Context: an optimization exercise on an open-source flow, tuned for small area, a short achievable clock period and few clock cycles. The choices shown serve that exercise and are no tape-out recipe. At most, simulation tests tie the RTL to the original design; equivalence was not proved. The RTL of run 3 was laid out without a check of its function. No activity file was given, so power comes from the tool's default toggle rates.

$ cat design/flow/design.v
package rv_isa_pkg;
    localparam logic [6:0] OPC_OP_IMM = 7'b0010011;
    localparam logic [6:0] OPC_OP     = 7'b0110011;
    localparam logic [6:0] OPC_LUI    = 7'b0110111;
    localparam logic [6:0] OPC_AUIPC  = 7'b0010111;
    localparam logic [6:0] OPC_JAL    = 7'b1101111;
    localparam logic [6:0] OPC_JALR   = 7'b1100111;
    localparam logic [6:0] OPC_BRANCH = 7'b1100011;
    localparam logic [6:0] OPC_FENCE  = 7'b0001111;
endpackage
package idex_ctrl_pkg;
    localparam int XLEN = 32;
    typedef logic [XLEN-1:0] word_t;
    typedef logic [4:0]      reg_addr_t;
endpackage
module idex_decoder (
    input  idex_ctrl_pkg::word_t inst_i,
    output logic                 b_reg_o,      
    output logic                 sub_reg_o,    
    output logic                 sub_imm_o,    
    output logic                 sel_alu_o,    
    output logic                 sel_lui_o,    
    output logic                 sel_auipc_o,  
    output logic                 sel_link_o,   
    output logic                 is_jal_o,
    output logic                 is_jalr_o,
    output logic                 is_br_o,
    output logic                 we_o,
    output logic                 illegal_o
);
    logic [6:0] opc;
    logic [2:0] f3;
    logic       f7_ok;
    logic       op_imm, op, lui, auipc, jal, jalr, br, fence;
    assign opc   = inst_i[6:0];
    assign f3    = inst_i[14:12];
    assign f7_ok = (inst_i[31] == 1'b0) && (inst_i[29:25] == 5'b00000);
    assign op_imm = (opc == rv_isa_pkg::OPC_OP_IMM);
    assign op     = (opc == rv_isa_pkg::OPC_OP) && f7_ok;
    assign lui    = (opc == rv_isa_pkg::OPC_LUI);
    assign auipc  = (opc == rv_isa_pkg::OPC_AUIPC);
    assign jal    = (opc == rv_isa_pkg::OPC_JAL);
    assign jalr   = (opc == rv_isa_pkg::OPC_JALR) && (f3 == 3'b000);
    assign br     = (opc == rv_isa_pkg::OPC_BRANCH) && (f3[2:1] != 2'b01);
    assign fence  = (opc == rv_isa_pkg::OPC_FENCE);
    assign b_reg_o = opc[5] & ~opc[2];
    assign sub_reg_o = ~opc[4] | (~f3[2] & (f3[1] | inst_i[30]));
    assign sub_imm_o = ~f3[2] & f3[1];    
    assign sel_alu_o   = op_imm | op;
    assign sel_lui_o   = lui;
    assign sel_auipc_o = auipc;
    assign sel_link_o  = jal | jalr;
    assign is_jal_o    = jal;
    assign is_jalr_o   = jalr;
    assign is_br_o     = br;
    assign we_o        = op_imm | op | lui | auipc | jal | jalr;
    assign illegal_o   = ~(we_o | br | fence);
endmodule
module int_alu (
    input  idex_ctrl_pkg::word_t a_i,
    input  idex_ctrl_pkg::word_t rs2_i,
    input  idex_ctrl_pkg::word_t imm_i,
    input  logic                 b_reg_i,    
    input  logic                 sub_reg_i,
    input  logic                 sub_imm_i,
    input  logic [2:0]           f3_i,
    input  logic                 alt_i,      
    output idex_ctrl_pkg::word_t sum_o,
    output logic                 eq_o,
    output logic                 lt_o,
    output logic                 ltu_o,
    output idex_ctrl_pkg::word_t result_o
);
    idex_ctrl_pkg::word_t bx;
    idex_ctrl_pkg::word_t p;
    idex_ctrl_pkg::word_t g;
    idex_ctrl_pkg::word_t a_rev;
    idex_ctrl_pkg::word_t sh_in;
    idex_ctrl_pkg::word_t sh_out;
    idex_ctrl_pkg::word_t sh_rev;
    logic [4:0]           shamt;
    logic                 sub;
    logic                 cout;
    logic                 fill;
    logic [32:0]          sh_ext;
    assign bx  = b_reg_i ? (rs2_i ^ {32{sub_reg_i}}) : (imm_i ^ {32{sub_imm_i}});
    assign sub = b_reg_i ? sub_reg_i : sub_imm_i;
    assign p = a_i ^ bx;
    assign g = a_i & bx;
    assign {cout, sum_o} = {1'b0, a_i} + {1'b0, bx} + {32'd0, sub};
    assign eq_o  = &p;
    assign ltu_o = ~cout;
    assign lt_o  = ~cout ^ a_i[31] ^ ~bx[31];
    always_comb begin
        for (int i = 0; i < 32; i++) begin
            a_rev[i]  = a_i[31-i];
            sh_rev[i] = sh_out[31-i];
        end
    end
    assign shamt  = b_reg_i ? rs2_i[4:0] : imm_i[4:0];
    assign sh_in  = f3_i[2] ? a_i : a_rev;
    assign fill   = f3_i[2] & alt_i & a_i[31];
    assign sh_ext = $signed({fill, sh_in}) >>> shamt;
    assign sh_out = sh_ext[31:0];
    always_comb begin
        case (f3_i)
            3'b000:  result_o = sum_o;
            3'b001:  result_o = sh_rev;
            3'b010:  result_o = {31'd0, lt_o};
            3'b011:  result_o = {31'd0, ltu_o};
            3'b100:  result_o = p;
            3'b101:  result_o = sh_out;
            3'b110:  result_o = p | g;
            default: result_o = g;
        endcase
    end
endmodule
module branch_unit (
    input  idex_ctrl_pkg::word_t inst_i,
    input  idex_ctrl_pkg::word_t pc_i,
    input  logic                 eq_i,
    input  logic                 lt_i,
    input  logic                 ltu_i,
    output idex_ctrl_pkg::word_t pc4_o,
    output idex_ctrl_pkg::word_t pc_imm_o,
    output logic                 cond_o      
);
    idex_ctrl_pkg::word_t imm_b;
    idex_ctrl_pkg::word_t imm_u;
    idex_ctrl_pkg::word_t imm_j;
    idex_ctrl_pkg::word_t imm;
    logic [2:0]           f3;
    assign f3 = inst_i[14:12];
    assign imm_b = {{19{inst_i[31]}}, inst_i[31], inst_i[7], inst_i[30:25], inst_i[11:8], 1'b0};
    assign imm_u = {inst_i[31:12], 12'h000};
    assign imm_j = {{11{inst_i[31]}}, inst_i[31], inst_i[19:12], inst_i[20], inst_i[30:21], 1'b0};
    assign imm = inst_i[3] ? imm_j : (inst_i[4] ? imm_u : imm_b);
    assign pc_imm_o = pc_i + imm;
    assign pc4_o    = {pc_i[31:2] + 30'd1, pc_i[1:0]};
    assign cond_o = (f3[2] ? (f3[1] ? ltu_i : lt_i) : eq_i) ^ f3[0];
endmodule
module retire_ctrl (
    input  logic                 rst_n_i,
    input  logic                 req_i,
    input  idex_ctrl_pkg::word_t inst_i,
    input  logic                 sel_alu_i,
    input  logic                 sel_lui_i,
    input  logic                 sel_auipc_i,
    input  logic                 sel_link_i,
    input  logic                 is_jal_i,
    input  logic                 is_jalr_i,
    input  logic                 is_br_i,
    input  logic                 cond_i,
    input  logic                 we_i,
    input  logic                 illegal_i,
    input  idex_ctrl_pkg::word_t alu_result_i,
    input  idex_ctrl_pkg::word_t sum_i,
    input  idex_ctrl_pkg::word_t pc4_i,
    input  idex_ctrl_pkg::word_t pc_imm_i,
    output logic                 ack_o,
    output logic                 rd_we_o,
    output idex_ctrl_pkg::reg_addr_t rd_addr_o,
    output idex_ctrl_pkg::word_t rd_data_o,
    output idex_ctrl_pkg::word_t pc_next_o,
    output logic                 inst_err_o
);
    logic to_imm;
    assign ack_o      = req_i & rst_n_i;
    assign rd_we_o    = we_i;
    assign rd_addr_o  = inst_i[11:7] & {5{we_i}};
    assign inst_err_o = illegal_i;
    assign rd_data_o = ({32{sel_alu_i}}   & alu_result_i)
                     | ({32{sel_lui_i}}   & {inst_i[31:12], 12'h000})
                     | ({32{sel_auipc_i}} & pc_imm_i)
                     | ({32{sel_link_i}}  & pc4_i);
    assign to_imm = is_jal_i | (is_br_i & cond_i);
    always_comb begin
        if (illegal_i)      pc_next_o = '0;
        else if (is_jalr_i) pc_next_o = sum_i;
        else if (to_imm)    pc_next_o = pc_imm_i;
        else                pc_next_o = pc4_i;
    end
endmodule
module idex_unit (
    input  logic                     clk_i,
    input  logic                     rst_n_i,
    input  logic                     req_i,
    input  idex_ctrl_pkg::word_t     inst_i,
    input  idex_ctrl_pkg::word_t     pc_i,
    input  idex_ctrl_pkg::word_t     rs1_data_i,
    input  idex_ctrl_pkg::word_t     rs2_data_i,
    output idex_ctrl_pkg::reg_addr_t rs1_addr_o,
    output idex_ctrl_pkg::reg_addr_t rs2_addr_o,
    output logic                     ack_o,
    output logic                     rd_we_o,
    output idex_ctrl_pkg::reg_addr_t rd_addr_o,
    output idex_ctrl_pkg::word_t     rd_data_o,
    output idex_ctrl_pkg::word_t     pc_next_o,
    output logic                     inst_err_o
);
    logic b_reg, sub_reg, sub_imm, sel_alu, sel_lui, sel_auipc, sel_link;
    logic is_jal, is_jalr, is_br, we, illegal;
    logic eq, lt, ltu, cond;
    idex_ctrl_pkg::word_t imm_i;
    idex_ctrl_pkg::word_t sum;
    idex_ctrl_pkg::word_t alu_result;
    idex_ctrl_pkg::word_t pc4;
    idex_ctrl_pkg::word_t pc_imm;
    assign rs1_addr_o = inst_i[19:15];
    assign rs2_addr_o = inst_i[24:20];
    idex_decoder u_decoder (
        .inst_i      (inst_i),
        .b_reg_o     (b_reg),
        .sub_reg_o   (sub_reg),
        .sub_imm_o   (sub_imm),
        .sel_alu_o   (sel_alu),
        .sel_lui_o   (sel_lui),
        .sel_auipc_o (sel_auipc),
        .sel_link_o  (sel_link),
        .is_jal_o    (is_jal),
        .is_jalr_o   (is_jalr),
        .is_br_o     (is_br),
        .we_o        (we),
        .illegal_o   (illegal)
    );
    assign imm_i = {{20{inst_i[31]}}, inst_i[31:20]};
    int_alu u_alu (
        .a_i      (rs1_data_i),
        .rs2_i    (rs2_data_i),
        .imm_i    (imm_i),
        .b_reg_i  (b_reg),
        .sub_reg_i(sub_reg),
        .sub_imm_i(sub_imm),
        .f3_i     (inst_i[14:12]),
        .alt_i    (inst_i[30]),
        .sum_o    (sum),
        .eq_o     (eq),
        .lt_o     (lt),
        .ltu_o    (ltu),
        .result_o (alu_result)
    );
    branch_unit u_bru (
        .inst_i   (inst_i),
        .pc_i     (pc_i),
        .eq_i     (eq),
        .lt_i     (lt),
        .ltu_i    (ltu),
        .pc4_o    (pc4),
        .pc_imm_o (pc_imm),
        .cond_o   (cond)
    );
    retire_ctrl u_retire (
        .rst_n_i      (rst_n_i),
        .req_i        (req_i),
        .inst_i       (inst_i),
        .sel_alu_i    (sel_alu),
        .sel_lui_i    (sel_lui),
        .sel_auipc_i  (sel_auipc),
        .sel_link_i   (sel_link),
        .is_jal_i     (is_jal),
        .is_jalr_i    (is_jalr),
        .is_br_i      (is_br),
        .cond_i       (cond),
        .we_i         (we),
        .illegal_i    (illegal),
        .alu_result_i (alu_result),
        .sum_i        (sum),
        .pc4_i        (pc4),
        .pc_imm_i     (pc_imm),
        .ack_o        (ack_o),
        .rd_we_o      (rd_we_o),
        .rd_addr_o    (rd_addr_o),
        .rd_data_o    (rd_data_o),
        .pc_next_o    (pc_next_o),
        .inst_err_o   (inst_err_o)
    );
endmodule
$ cat design/flow/run.sh
#!/bin/bash
# synth_recipe.tcl (not shown) runs the flow's synth.tcl, then flattens the netlist and writes it again
# the make line also repeats each setting of config.mk as NAME=value (left out here)
make -C /OpenROAD-flow-scripts/flow DESIGN_CONFIG=/design/flow/config.mk WORK_HOME=/design/flow/orfs CLKGATE_MAP_FILE= SYNTH_SCRIPT=/design/flow/synth_recipe.tcl finish
$ cat design/flow/constraint.sdc
create_clock -name core_clock -period 6.5 [get_ports {clk_i}]
set_input_delay 1.3000 -clock core_clock [delete_from_list [all_inputs] [get_ports {clk_i}]]
set_output_delay 1.3000 -clock core_clock [all_outputs]
set_load 0.01 [all_outputs]
$ cat design/flow/config.mk
export PLATFORM = sky130hd
export DESIGN_NAME = idex_unit
export DESIGN_NICKNAME = idex_unit
export VERILOG_FILES = /design/flow/design.v
export SDC_FILE = /design/flow/constraint.sdc
export NUM_CORES = 4
export LEC_CHECK = 0
export ABC_AREA = 1
export CAP_MARGIN = 20
export CORE_MARGIN = 2
export CORE_UTILIZATION = 30
export SLEW_MARGIN = 20
==> results of run 1 <==
logic make-up after synthesis:
family / share of synthesized area [%]
mux: 0.262
compound gates: 24.6
xor+xnor: 6.04
fa+ha+maj: 10.9
simple gates: 42.5
buf+inv: 15.7
area by class of cell:
cell class         instances  area, µm²
fillers                 4240      19900
multi-input cells       1836      10200
repair buffers           668       5610
inverters                345       1300
well taps                511        639
power by group through the flow:
stage	logic [µW]	registers [µW]	clock network, µW
after floorplan	827	0	0
after global placement	1740	0	0
after detailed placement	1740	0	0
after CTS	1780	0	0
after global routing	2020	0	0
final	1870	0	0
cell usage in the layout, fill, tap and decap left out, types with 8 or more instances in the layout:
| master | n |
|---|---|
| sky130_fd_sc_hd__a211oi_1 | 11 |
| sky130_fd_sc_hd__a21o_1 | 9 |
| sky130_fd_sc_hd__a21oi_1 | 109 |
| sky130_fd_sc_hd__a21oi_2 | 24 |
| sky130_fd_sc_hd__a31oi_1 | 12 |
| sky130_fd_sc_hd__buf_12 | 9 |
| sky130_fd_sc_hd__buf_4 | 437 |
| sky130_fd_sc_hd__clkbuf_2 | 19 |
| sky130_fd_sc_hd__clkdlybuf4s50_1 | 161 |
| sky130_fd_sc_hd__dlygate4sd2_1 | 17 |
| sky130_fd_sc_hd__ha_1 | 81 |
| sky130_fd_sc_hd__ha_4 | 10 |
| sky130_fd_sc_hd__inv_1 | 326 |
| sky130_fd_sc_hd__inv_2 | 14 |
| sky130_fd_sc_hd__nand2_1 | 646 |
| sky130_fd_sc_hd__nand2_2 | 27 |
| sky130_fd_sc_hd__nand3_1 | 191 |
| sky130_fd_sc_hd__nand3_2 | 8 |
| sky130_fd_sc_hd__nand4_1 | 35 |
| sky130_fd_sc_hd__nor2_1 | 162 |
| sky130_fd_sc_hd__nor2_2 | 15 |
| sky130_fd_sc_hd__nor3_1 | 28 |
| sky130_fd_sc_hd__nor4_1 | 11 |
| sky130_fd_sc_hd__o211ai_1 | 22 |
| sky130_fd_sc_hd__o21ai_0 | 147 |
| sky130_fd_sc_hd__o21ai_1 | 93 |
| sky130_fd_sc_hd__o21bai_1 | 9 |
| sky130_fd_sc_hd__o22ai_1 | 11 |
| sky130_fd_sc_hd__or2_2 | 8 |
| sky130_fd_sc_hd__xnor2_1 | 21 |
| sky130_fd_sc_hd__xor2_1 | 51 |
per-stage QoR:
| step | instances | instance area (µm²) |
|---|---|---|
| 2_1_floorplan | 2290 | 11500 |
| 3_3_place_gp | 3332 | 17000 |
| 3_5_place_dp | 3332 | 17000 |
| 4_1_cts | 3349 | 17400 |
| 5_1_grt | 3360 | 17700 |
| 6_report | 3360 | 17700 |
path summary, 6_finish.rpt:
kind	startpoint	endpoint	slack, ns
max	rs2_data_i[0]	pc_next_o[15]	0.19
min	inst_i[20]	rs2_addr_o[0]	3.37
metal layers:
metal  vias to the layer above  wire [µm]  GRT usage, %
met4                         0       5180          19.5
met1                      8178      28800          43.0
met2                       833      32200          59.2
li1                       8583          -             -
met5                         -          0             0
met3                       178       4730          2.18
timing repair:
item	CTS	global route
pin swaps	11	39
resized for setup	136	124
endpoints found under the setup margin	56	46
buffers inserted	14	9
gates cloned	3	2
==> notes.md, run 1 <==
Placement
During placement, the flow inserted port buffers numbering 212. The routability congestion estimate from global placement is 1.06. The HPWL after detailed placement is 60.1 mm. Prior to clock tree synthesis, the placed netlist has a worst setup slack of -0.573 ns.

Die
The region available for standard cell placement spans 37700 µm². The chip height is 199 µm. The initial utilization of the core area, before any placement, comes to 30.4%.

The die covers 39800 µm². 213 I/O pins were placed. The width of the chip is 199 µm. The row count is 71.

Setup path
The largest fanout on the critical path is 8. The buffer and inverter count on the worst path is 5. The required time at the endpoint of the critical path is 5.20 ns. The critical path crosses 27 cells after its start point. STA puts the critical path data arrival time at 5.01 ns.

The most numerous cell on the critical path is sky130_fd_sc_hd__nand2_2. The type of destination of the critical path is a primary output. The critical path start-end classification is in2out. Broken down by cell family, the worst path's largest delay share belongs to simple AND/OR/NAND/NOR gates. The largest individual stage delay along the critical path comes from the cell sky130_fd_sc_hd__clkdlybuf4s50_1.

The sort of element at the start of the critical path is a primary input. The largest single stage delay on the critical path is 0.44 ns.

Global routing
The number of antenna violations at the first check in global routing is 0. The number of global-route vias before repair is 17.0k. After global routing the overflow that remains totals 0. The first global-routing pass estimated 103 mm of wire. Entering global routing, the biggest net connects 71 pins. The total global-route track usage is 34.6%.

Route
In the routed design, unresolved DRC markers number 0. The number of nets with antenna violations after detailed routing is 0. Summing over every cut layer, the via total after detailed routing is 17.8k. The detailed-router iteration count before antenna repair is 5. In the final routed layout, each cell accounts on average for 21.1 µm.

The first routing iteration left 1547 violations. In the routed layout, each cell is associated on average with a via count of 5.29. The total wire length after detailed routing is 70.9 mm.

Final layout
The number of diodes is 0. The post-route netlist has 22.2% of its cells at a drive strength greater than 1. The post-route core utilization is 47.1%. The post-layout net count is 3080. The total area of sequential cells is 0 µm². The area overhead of the layout relative to synthesis is 54.8%. The layout clock buffer count is 0. There are 0 flip-flops and latches.

Synthesis
Synthesis instantiated 50 different standard cells from the library. The dominant cell type by area after synthesis is sky130_fd_sc_hd__nand2_1. The post-synthesis cell area is 11500 µm². In this run the biggest area consumer among cell types represents 22.1% of the synthesized area. The most common cell in the synthesized netlist is sky130_fd_sc_hd__nand2_1.

The instance count of the mapped netlist is 2290. The warning count from the yosys run is 2. The total nets after synthesis is 2519. In the post-synthesis netlist, the biggest area contributors are sky130_fd_sc_hd__nand2_1, sky130_fd_sc_hd__inv_1, sky130_fd_sc_hd__ha_1. Of the synthesized area, sequential elements account for 0%. The mean cell area of the mapped netlist is 5.00 µm². Sorting the synthesized cells by how often they occur yields sky130_fd_sc_hd__nand2_1, sky130_fd_sc_hd__inv_1, sky130_fd_sc_hd__nand3_1.

Power
The internal power is 815 µW. The part of the power in registers is 0%. The clock network is responsible for 0% of the overall power. The leakage power is 0.00941 µW. The areal power density over the cells is 105 nW/µm². The net switching power of the design is 1050 µW. Summing internal, switching and leakage power gives 1870 µW. The worst-case IR drop observed on VDD is 0.0000336 V. The proportion of total power due to net switching is 56.4%.

Combinational logic burns 100.0% of the power.

STA
The final critical path time including I/O delays and setup is 6.31 ns. Hold is met by 3.37 ns. For the pin with the worst max-slew slack, the measured transition is 0.830 ns. The total count of hold-check failures in the final report came to 0.

In the final timing run, aggregate negative setup slack is 0 ns. Based on the critical path, the design can be clocked at up to 158 MHz. Headroom to the max-slew limit came out at 44.1%.

Setup violations remaining at the end of the flow were counted as 0. The final max-slew violation count is 0. In the post-route analysis, the smallest setup slack over all paths is 0.188 ns. The worst path uses 97.1% of the clock period.

Flow run
The number of maximum-capacitance constraint violations is 0.

Worst hold path
Along the worst hold path, the cell count comes to 3. The classification of the worst-slack hold path is in2out.

Clock network
Hold repair after CTS inserted 0 buffers.

Outcome
The flow ran to the end and the layout has no timing, DRC or antenna violations.
Testbench counts, summed over its fixed seeds: cycles 6,400.
==> inputs of run 2 (changes only) <==
==> design/flow/flow/run.sh (new file) <==
#!/bin/bash
# Own layout flow: the standard ORFS flow (standard.sh), unchanged except
# that the port buffers are plain buf_2 cells instead of the delay cells that
# buffer_ports picks by default. Each port still gets its own buffer.
set -euo pipefail
bash standard.sh "BUFFER_PORTS_ARGS=-buffer_cell sky130_fd_sc_hd__buf_2" finish > orfs_make.log 2>&1
==> design/flow/standard.sh (new file) <==
#!/bin/bash
# synth_recipe.tcl (not shown) runs the flow's synth.tcl, then flattens the netlist and writes it again
# the make line also repeats each setting of config.mk as NAME=value (left out here)
make -C /OpenROAD-flow-scripts/flow DESIGN_CONFIG=/design/flow/config.mk WORK_HOME=/design/flow/orfs CLKGATE_MAP_FILE= SYNTH_SCRIPT=/design/flow/synth_recipe.tcl "${@:-finish}"
removed: design/flow/run.sh
==> run 2 against run 1 <==
Against the previous run:
- still clean on timing, DRC and antenna
- utilization down 11 points
- highest routed layer unchanged
- synthesized area unchanged
- first-iteration DRC count down 0.39%
- non-clock buffer count down 335
==> notes.md, run 2 <==
Outcome
The flow ran to the end and the layout has no timing, DRC or antenna violations.

Power
The areal power density over the cells was 105 nW/µm² (-0.65%). The leakage power is 0.00770 µW (-18%). The peak supply drop is 0.0000285 V (-15%).

Die
The chip height came to 199 µm (unchanged). The area enclosed by the die boundary is 39800 µm² (unchanged). The row count was 71 (unchanged). The number of primary I/O pins is 213 (unchanged).

The initial standard-cell utilization of the core is 30.4% (unchanged). The area inside the core boundary is 37700 µm² (unchanged). The width of the chip is 199 µm (unchanged).

Setup path
The sort of element at the start of the critical path is a primary input. The biggest cell delay along the critical path is 0.44 ns (about the same). The type of destination of the critical path is a primary output. The largest fanout on the critical path is 22 (+14).

The setup path with the least slack is of type in2out. Among all stages on the critical path, the largest delay is contributed by sky130_fd_sc_hd__ha_1. The required time at the endpoint of the critical path is 5.20 ns (about the same).

The cell that appears most often on the critical path is sky130_fd_sc_hd__nand2_1. The data arrival time of the critical path is 4.99 ns (-0.02 ns).

STA
The post-route setup TNS is 0 ns (unchanged). The smallest hold slack is 2.84 ns (-0.532 ns). The total count of hold-check failures in the final report is 0 (unchanged). The number of setup violations in the final report was 0 (unchanged). The headroom to the max-slew limit is 30.5% (-14 points). The actual slew at the worst max-slew pin is 1.03 ns (+0.203 ns). The final max-slew violation count came to 0 (unchanged). The final critical path time including I/O delays and setup came to 6.29 ns (-0.0212 ns). The share of the clock period used by the worst path is 96.8% (-0.33 points).

The highest clock frequency the design can meet was 159 MHz (+0.34%).

Synthesis
The total nets after synthesis came to 2519 (unchanged). The warning count from the yosys run was 2 (unchanged). The instance count of the mapped netlist is 2290 (unchanged). The portion of synthesized cell area occupied by the leading cell type is 22.1% (unchanged). The dominant cell type by area after synthesis is sky130_fd_sc_hd__nand2_1. The mean cell area of the mapped netlist is 5.00 µm² (unchanged). The number of unique standard cell types used by synthesis is 50 (unchanged). By area the synthesized netlist is led by sky130_fd_sc_hd__nand2_1, sky130_fd_sc_hd__inv_1, sky130_fd_sc_hd__ha_1. sky130_fd_sc_hd__nand2_1 is the most common cell in the netlist. The portion of the post-synthesis area used by sequential elements came to 0% (unchanged). Sorting the synthesized cells by how often they occur yields sky130_fd_sc_hd__nand2_1, sky130_fd_sc_hd__inv_1, sky130_fd_sc_hd__nand3_1. The post-synthesis cell area is 11500 µm² (unchanged).

Final layout
The post-route core utilization is 36.6% (-11 points). The number of diodes came to 0 (unchanged). The ratio of cells with drive above 1 in the final layout is 15.8% (-6.4 points).

The layout clock buffer count is 0 (unchanged). The area overhead of the layout relative to synthesis is 20.2%. The total number of sequential cells is 0 (unchanged).

Leaving out fill and tap cells, the most frequent cell in the layout is sky130_fd_sc_hd__nand2_1. The post-layout net count is 2744 (-11%). Leaving out fill and tap cells, the most frequent cells in the layout are sky130_fd_sc_hd__nand2_1, sky130_fd_sc_hd__inv_1, sky130_fd_sc_hd__buf_2, sky130_fd_sc_hd__nand3_1, sky130_fd_sc_hd__nor2_1.

The total area of sequential cells is 0 µm² (unchanged).

Global routing
The number of antenna violations at the first check in global routing was 0 (unchanged). The number of global-route vias before repair is 15.6k (-8.7%). The maximum number of pins on one net before global-route repair is 66 (-7.0%). The most heavily used metal layer in global routing is met2.

The global-route track usage on met2 came to 54.6% (-4.6 points). The wire length of the first global-routing pass came to 95.7 mm (-6.7%). The met3 demand-to-capacity share in global routing is 2.01% (-0.17 points).

The total global-route track usage was 32.3% (-2.2 points). The overflow left after global routing is 0 (unchanged). The met1 track utilization from global routing is 41.3% (-1.7 points).

Route
The number of nets with antenna violations after detailed routing came to 0 (unchanged). The total wire length after detailed routing is 65.9 mm (-7.1%). The post-detailed-route wirelength per cell is 21.8 µm (+3.2%). The number of vias per cell after detailed routing is 5.47 (+3.5%). The number of DRC violations after detailed routing is 0 (unchanged). The detailed-router iteration count before antenna repair was 6 (+1).

The violation count after the first detailed-routing iteration was 1541 (-0.39%). The via count of the routed design is 16.5k (-6.9%).

Flow run
The number of maximum-capacitance constraint violations is 0 (unchanged).

Placement
The routability congestion estimate from global placement is 1.03 (-2.5%). The number of port buffers is 212 (unchanged). The HPWL after detailed placement is 56.9 mm (-5.4%).

Worst hold path
The worst hold path begins at inst_i[16]. The classification of the worst-slack hold path is in2out. For hold timing, the worst endpoint is rs1_addr_o[1].

The worst hold path depth was 2 (-1).
-- run 2: critical path: cells and delay by family --
kind	cells	cell delay, ns
buf+inv	6	0.90
compound gates	1	0.18
fa+ha+maj	1	0.44
simple gates	17	2.13
-- run 2: logic make-up after synthesis --
group | synth area share, %
xor+xnor | 6.04
compound gates | 24.6
buf+inv | 15.7
mux | 0.262
fa+ha+maj | 10.9
simple gates | 42.5
-- run 2: worst max path at each step --
| stage | to | depth (start not counted) | from |
|---|---|---|---|
| after floorplan | pc_next_o[16] | 29 | inst_i[14] |
| after global routing | rd_data_o[31] | 27 | inst_i[14] |
| after detailed placement | pc_next_o[16] | 26 | inst_i[13] |
| after global placement | pc_next_o[16] | 28 | inst_i[13] |
| final | pc_next_o[21] | 25 | inst_i[5] |
| after CTS | pc_next_o[16] | 26 | inst_i[13] |
-- run 2: layer usage --
metal,share of wire (%),vias to the layer above
li1,-,7921
met1,42,7619
met2,45,849
met5,0,-
met4,6.5,0
met3,6.8,159
-- run 2: final cells by class --
| type | instances | area (µm²) |
|---|---|---|
| Fill cell | 4480 | 23900 |
| Timing Repair Buffer | 333 | 2060 |
| Inverter | 345 | 1300 |
| Multi-Input combinational cell | 1835 | 9780 |
| Tap cell | 511 | 639 |
-- run 2: power by group --
group | internal [µW] | switching (µW) | leakage (µW)
Clock | 0 | 0 | 0
Sequential | 0 | 0 | 0
Combinational | 484 | 958 | 0.00770
Total | 484 | 958 | 0.00770
-- run 2: per-stage QoR --
step / total power (µW) / setup WS, ns / instance area (µm²) / std cells
floorplan: 827 / 0.478 / 11500 / 2290
global placement: 1400 / 0.135 / 13600 / 3021
detailed placement: 1380 / 0.0927 / 13600 / 3021
CTS: 1390 / 0.0917 / 13600 / 3021
global route: 1560 / -0.0132 / 13800 / 3024
finish: 1440 / 0.210 / 13800 / 3024
-- run 2: repair_timing --
action                     in CTS  in global routing
setup buffers                   0                  2
hold buffers                    0                  0
gates resized for setup         0                 33
setup endpoints to repair       0                 42
==> inputs of run 3 (changes only) <==
--- a/design/flow/design.v
+++ b/design/flow/design.v
@@ -16,8 +16,7 @@
 module idex_decoder (
     input  idex_ctrl_pkg::word_t inst_i,
     output logic                 b_reg_o,      
-    output logic                 sub_reg_o,    
-    output logic                 sub_imm_o,    
+    output logic                 sub_o,        
     output logic                 sel_alu_o,    
     output logic                 sel_lui_o,    
     output logic                 sel_auipc_o,  
@@ -44,8 +43,7 @@
     assign br     = (opc == rv_isa_pkg::OPC_BRANCH) && (f3[2:1] != 2'b01);
     assign fence  = (opc == rv_isa_pkg::OPC_FENCE);
     assign b_reg_o = opc[5] & ~opc[2];
-    assign sub_reg_o = ~opc[4] | (~f3[2] & (f3[1] | inst_i[30]));
-    assign sub_imm_o = ~f3[2] & f3[1];    
+    assign sub_o   = opc[4] ? ((f3 != 3'b000) | (opc[5] & inst_i[30])) : ~opc[2];
     assign sel_alu_o   = op_imm | op;
     assign sel_lui_o   = lui;
     assign sel_auipc_o = auipc;
@@ -58,11 +56,8 @@
 endmodule
 module int_alu (
     input  idex_ctrl_pkg::word_t a_i,
-    input  idex_ctrl_pkg::word_t rs2_i,
-    input  idex_ctrl_pkg::word_t imm_i,
-    input  logic                 b_reg_i,    
-    input  logic                 sub_reg_i,
-    input  logic                 sub_imm_i,
+    input  idex_ctrl_pkg::word_t b_i,
+    input  logic                 sub_i,
     input  logic [2:0]           f3_i,
     input  logic                 alt_i,      
     output idex_ctrl_pkg::word_t sum_o,
@@ -72,35 +67,29 @@
     output idex_ctrl_pkg::word_t result_o
 );
     idex_ctrl_pkg::word_t bx;
-    idex_ctrl_pkg::word_t p;
-    idex_ctrl_pkg::word_t g;
+    idex_ctrl_pkg::word_t x_xor;
     idex_ctrl_pkg::word_t a_rev;
     idex_ctrl_pkg::word_t sh_in;
     idex_ctrl_pkg::word_t sh_out;
     idex_ctrl_pkg::word_t sh_rev;
-    logic [4:0]           shamt;
-    logic                 sub;
     logic                 cout;
     logic                 fill;
     logic [32:0]          sh_ext;
-    assign bx  = b_reg_i ? (rs2_i ^ {32{sub_reg_i}}) : (imm_i ^ {32{sub_imm_i}});
-    assign sub = b_reg_i ? sub_reg_i : sub_imm_i;
-    assign p = a_i ^ bx;
-    assign g = a_i & bx;
-    assign {cout, sum_o} = {1'b0, a_i} + {1'b0, bx} + {32'd0, sub};
-    assign eq_o  = &p;
+    assign bx = b_i ^ {32{sub_i}};
+    assign {cout, sum_o} = {1'b0, a_i} + {1'b0, bx} + {32'd0, sub_i};
+    assign x_xor = a_i ^ b_i;
+    assign eq_o  = ~|x_xor;
     assign ltu_o = ~cout;
-    assign lt_o  = ~cout ^ a_i[31] ^ ~bx[31];
+    assign lt_o  = ~cout ^ a_i[31] ^ b_i[31];
     always_comb begin
         for (int i = 0; i < 32; i++) begin
             a_rev[i]  = a_i[31-i];
             sh_rev[i] = sh_out[31-i];
         end
     end
-    assign shamt  = b_reg_i ? rs2_i[4:0] : imm_i[4:0];
     assign sh_in  = f3_i[2] ? a_i : a_rev;
     assign fill   = f3_i[2] & alt_i & a_i[31];
-    assign sh_ext = $signed({fill, sh_in}) >>> shamt;
+    assign sh_ext = $signed({fill, sh_in}) >>> b_i[4:0];
     assign sh_out = sh_ext[31:0];
     always_comb begin
         case (f3_i)
@@ -108,10 +97,10 @@
             3'b001:  result_o = sh_rev;
             3'b010:  result_o = {31'd0, lt_o};
             3'b011:  result_o = {31'd0, ltu_o};
-            3'b100:  result_o = p;
+            3'b100:  result_o = x_xor;
             3'b101:  result_o = sh_out;
-            3'b110:  result_o = p | g;
-            default: result_o = g;
+            3'b110:  result_o = a_i | b_i;
+            default: result_o = a_i & b_i;
         endcase
     end
 endmodule
@@ -198,10 +187,11 @@
     output idex_ctrl_pkg::word_t     pc_next_o,
     output logic                     inst_err_o
 );
-    logic b_reg, sub_reg, sub_imm, sel_alu, sel_lui, sel_auipc, sel_link;
+    logic b_reg, sub, sel_alu, sel_lui, sel_auipc, sel_link;
     logic is_jal, is_jalr, is_br, we, illegal;
     logic eq, lt, ltu, cond;
     idex_ctrl_pkg::word_t imm_i;
+    idex_ctrl_pkg::word_t op_b;
     idex_ctrl_pkg::word_t sum;
     idex_ctrl_pkg::word_t alu_result;
     idex_ctrl_pkg::word_t pc4;
@@ -211,8 +201,7 @@
     idex_decoder u_decoder (
         .inst_i      (inst_i),
         .b_reg_o     (b_reg),
-        .sub_reg_o   (sub_reg),
-        .sub_imm_o   (sub_imm),
+        .sub_o       (sub),
         .sel_alu_o   (sel_alu),
         .sel_lui_o   (sel_lui),
         .sel_auipc_o (sel_auipc),
@@ -224,13 +213,11 @@
         .illegal_o   (illegal)
     );
     assign imm_i = {{20{inst_i[31]}}, inst_i[31:20]};
+    assign op_b  = b_reg ? rs2_data_i : imm_i;
     int_alu u_alu (
         .a_i      (rs1_data_i),
-        .rs2_i    (rs2_data_i),
-        .imm_i    (imm_i),
-        .b_reg_i  (b_reg),
-        .sub_reg_i(sub_reg),
-        .sub_imm_i(sub_imm),
+        .b_i      (op_b),
+        .sub_i    (sub),
         .f3_i     (inst_i[14:12]),
         .alt_i    (inst_i[30]),
         .sum_o    (sum),
==> design/flow/run.sh (new file) <==
#!/bin/bash
# synth_recipe.tcl (not shown) runs the flow's synth.tcl, then flattens the netlist and writes it again
# the make line also repeats each setting of config.mk as NAME=value (left out here)
make -C /OpenROAD-flow-scripts/flow DESIGN_CONFIG=/design/flow/config.mk WORK_HOME=/design/flow/orfs CLKGATE_MAP_FILE= SYNTH_SCRIPT=/design/flow/synth_recipe.tcl finish
--- a/design/flow/config.mk
+++ b/design/flow/config.mk
@@ -5,7 +5,6 @@
 export SDC_FILE = /design/flow/constraint.sdc
 export NUM_CORES = 4
 export LEC_CHECK = 0
-export ABC_AREA = 1
 export CAP_MARGIN = 20
 export CORE_MARGIN = 2
 export CORE_UTILIZATION = 30
removed: design/flow/flow/run.sh
removed: design/flow/standard.sh
==> run 3 against run 2 <==
Against the previous run:
- cell area rose by 38%
- non-clock buffer count is 479 higher
- largest power group unchanged
- combinational power rose by 74%
- global-route usage up 3.8 points
- the layout now fails its checks (negative setup slack)
- highest routed layer unchanged
- count of clock-buffer cells in the layout unchanged
- flip-flop and latch count is the same
- synthesized area fell by 5.4%
==> notes.md, run 3 <==
Global routing
The number of antenna violations at the first check in global routing is 0 (unchanged). The overflow left after global routing is 0 (unchanged). The number of global-route vias before repair is 15.8k (+1.4%). The maximum number of pins on one net before global-route repair is 50 (-24%).

The wire length of the first global-routing pass is 103 mm (+7.8%). The total global-route track usage came to 36.1% (+3.8 points).

Synthesis
Among all cell types in the netlist, the one instantiated most often is sky130_fd_sc_hd__nand2_1. The mean cell area of the mapped netlist is 6.91 µm² (+38%). The total nets after synthesis is 1829 (-27%).

The warning count from the yosys run is 2 (unchanged). The post-synthesis cell area was 10800 µm² (-5.4%). The instance count of the mapped netlist is 1569 (-31%).

The biggest area contributor in the post-synthesis netlist is sky130_fd_sc_hd__ha_1. The portion of synthesized cell area occupied by the leading cell type is 14.7% (-7.4 points). The number of unique standard cell types used by synthesis came to 78 (+56%). By area the synthesized netlist is led by sky130_fd_sc_hd__ha_1, sky130_fd_sc_hd__mux2i_1, sky130_fd_sc_hd__xnor2_1. In the synthesized netlist, the cells that appear most often are sky130_fd_sc_hd__nand2_1, sky130_fd_sc_hd__a21oi_1, sky130_fd_sc_hd__ha_1. The portion of the post-synthesis area used by sequential elements is 0% (unchanged).

Setup path
The top cell family by delay on the critical path is simple AND/OR/NAND/NOR gates. The biggest cell delay along the critical path is 0.53 ns (+0.09 ns). The required time at the endpoint of the critical path came to 5.20 ns (about the same). The worst setup path is captured at a primary output. For this design, the slowest cell found on the critical path is sky130_fd_sc_hd__or4_4. The largest fanout on the critical path is 7 (-68%).

In this design, the critical path's most frequently occurring cell is sky130_fd_sc_hd__buf_12. The sort of element at the start of the critical path is a primary input. The critical path start-end classification is in2out. The buffer and inverter count on the worst path is 9 (+3). The data arrival time of the critical path came to 5.55 ns (+0.56 ns). The signal on the critical path passes through buf_8 -> nor3_4 -> a31oi_4 -> buf_12 -> buf_12 -> buf_6 -> xnor2_2 -> ha_1 -> nand4_1 -> or4_4 -> nor2_2 -> o211ai_1 -> and3_4 -> a211oi_4 -> buf_6 -> xnor2_4 -> a22oi_4 -> buf_12 -> buf_8 -> buf_4 -> mux2i_1 -> o22ai_1 -> buf_2.

Flow run
The number of maximum-capacitance constraint violations is 0 (unchanged).

Final layout
The total number of sequential cells is 0 (unchanged). The post-layout net count is 2529 (-7.8%). The layout clock buffer count was 0 (unchanged).

The ratio of cells with drive above 1 in the final layout was 39.8% (+24 points). The number of fill cells is 3478 (-22%). In the layout the commonest cells are sky130_fd_sc_hd__buf_4, sky130_fd_sc_hd__nand2_1, sky130_fd_sc_hd__clkdlybuf4s50_1, sky130_fd_sc_hd__ha_1, sky130_fd_sc_hd__a21oi_1. The leading cell type in the layout, fill and taps excluded is sky130_fd_sc_hd__buf_4. The total area of sequential cells is 0 µm² (unchanged). The final cell area excluding filler cells came to 19000 µm² (+38%). The area overhead of the layout relative to synthesis is 75.5%.

Die
The chip height is 194 µm (-2.7%). The row count is 69 (-2.8%). The area inside the core boundary was 35600 µm² (-5.6%). The width of the chip is 194 µm (-2.7%). The area enclosed by the die boundary was 37700 µm² (-5.3%).

The number of primary I/O pins is 213 (unchanged). The initial standard-cell utilization of the core came to 30.5% (+0.039 points).

STA
The post-route setup TNS is -8.87 ns (-8.87 ns). The share of the clock period used by the worst path was 105% (+8.6 points). The total count of hold-check failures in the final report was 0 (unchanged). Setup repair after global routing could not meet its margin everywhere. The least setup slack across all paths after layout was -0.352 ns (-0.562 ns).

The final max-slew violation count was 0 (unchanged). The number of setup violations in the final report is 37 (+37). The actual slew at the worst max-slew pin came to 0.760 ns (-0.273 ns). The headroom to the max-slew limit is 48.9% (+18 points).

The highest clock frequency the design can meet is 146 MHz (-8.2%). The final critical path time including I/O delays and setup was 6.85 ns (+0.562 ns).

Route
The violation count after the first detailed-routing iteration came to 1844 (+20%). The number of DRC violations after detailed routing is 0 (unchanged). The via count of the routed design came to 16.3k (-1.7%). The total wire length after detailed routing came to 72.2 mm (+9.6%). The detailed-router iteration count before antenna repair is 7 (+1).

The number of vias per cell after detailed routing is 5.96 (+9.0%). The number of nets with antenna violations after detailed routing is 0 (unchanged). The post-detailed-route wirelength per cell is 26.5 µm (+21%).

Placement
The placement-stage cell area is 17200 µm² (+26%). The worst setup slack after placement came to -1.06 ns (-1.16 ns). The routability congestion estimate from global placement is 1.09 (+5.2%). The number of port buffers was 212 (unchanged). The HPWL after detailed placement is 59.2 mm (+4.1%).

Worst hold path
The classification of the worst-slack hold path is in2out.

Power
The leakage power is 0.00909 µW (+18%). The peak supply drop is 0.000119 V (+320%). The areal power density over the cells is 132 nW/µm² (+26%). The overall power is 2510 µW (+74%).

Outcome
The checks that failed: negative setup slack. The flow ran to the end, but the layout failed its checks.
-- run 3: cell types whose count changed after synthesis, sizes merged, moves of 63 or more --
| cell | change |
|---|---|
| nand2 | -523 |
| inv | -266 |
| nand3 | -164 |
| o21ai | -132 |
| mux2i | +87 |
| xnor2 | +65 |
| nor2 | -63 |
-- run 3: cell families (layout without fill, tap and decap cells) --
kind of cell / count (synthesis) / after routing / synth area share, %
AO/OA/AOI/OAI: 548 / 548 / 33.1
buffers and inverters: 194 / 892 / 7.61
multiplexers: 130 / 130 / 15.3
AND/OR/NAND/NOR: 448 / 448 / 19.3
other: 0 / 1 / 0
adder cells (fa/ha/maj): 129 / 129 / 15.0
XOR/XNOR: 120 / 120 / 9.70
-- run 3: repair_timing --
| action | in CTS | in global routing |
|---|---|---|
| pin swaps | 93 | 104 |
| gates cloned | 5 | 0 |
| hold buffers | 0 | 0 |
| resized for setup | 403 | 138 |
| setup buffers | 44 | 28 |
| hold endpoints to repair | 0 | 0 |
| setup endpoints to repair | 63 | 62 |
-- run 3: final cells by class --
type,instances,area (µm²),share of cell area [%]
Tap cell,461,577,3.03
Inverter,80,305,1.60
Timing Repair Buffer,812,6770,35.6
Multi-Input combinational cell,1375,11400,59.8
Antenna cell,1,2.50,0.0132
-- run 3: final timing paths --
path  startpoint             to  cells past startpoint
max   inst_i[12]   pc_next_o[7]                     23
min   inst_i[23]  rd_data_o[23]                      5
-- run 3: worst min-delay path, stage by stage --
cell	delay [ns]
sky130_fd_sc_hd__dlymetal6s2s_1	0.20
sky130_fd_sc_hd__buf_4	0.20
sky130_fd_sc_hd__a21oi_1	0.08
sky130_fd_sc_hd__o2111ai_1	0.07
sky130_fd_sc_hd__buf_2	0.16
-- run 3: per-layer routing --
metal  routed length (µm)  global-route usage (%)  vias to the layer above
met5                    0                       0                        -
met4                 3500                    13.5                        0
met3                 6980                    6.23                      181
met2                30900                    55.5                      931
met1                30800                    50.2                     7921
li1                     -                       -                     7238
-- run 3: per-stage QoR --
| stage | std cells | hold slack [ns] | utilization (%) |
|---|---|---|---|
| floorplan | 1569 | 2.69 | - |
| global placement | 2662 | 3.60 | 48.3 |
| detailed placement | 2662 | 3.59 | 48.3 |
| CTS | 2706 | 3.52 | 51.6 |
| global route | 2728 | 3.33 | 53.5 |
| finish | 2729 | 3.31 | 53.5 |
-- run 3: where the power goes --
part            leakage (µW)  switching, µW  internal [µW]  total, µW
combinational        0.00909           1310           1200       2510
clock          0.00000000634              0      0.0000207  0.0000207
sequential                 0              0              0          0
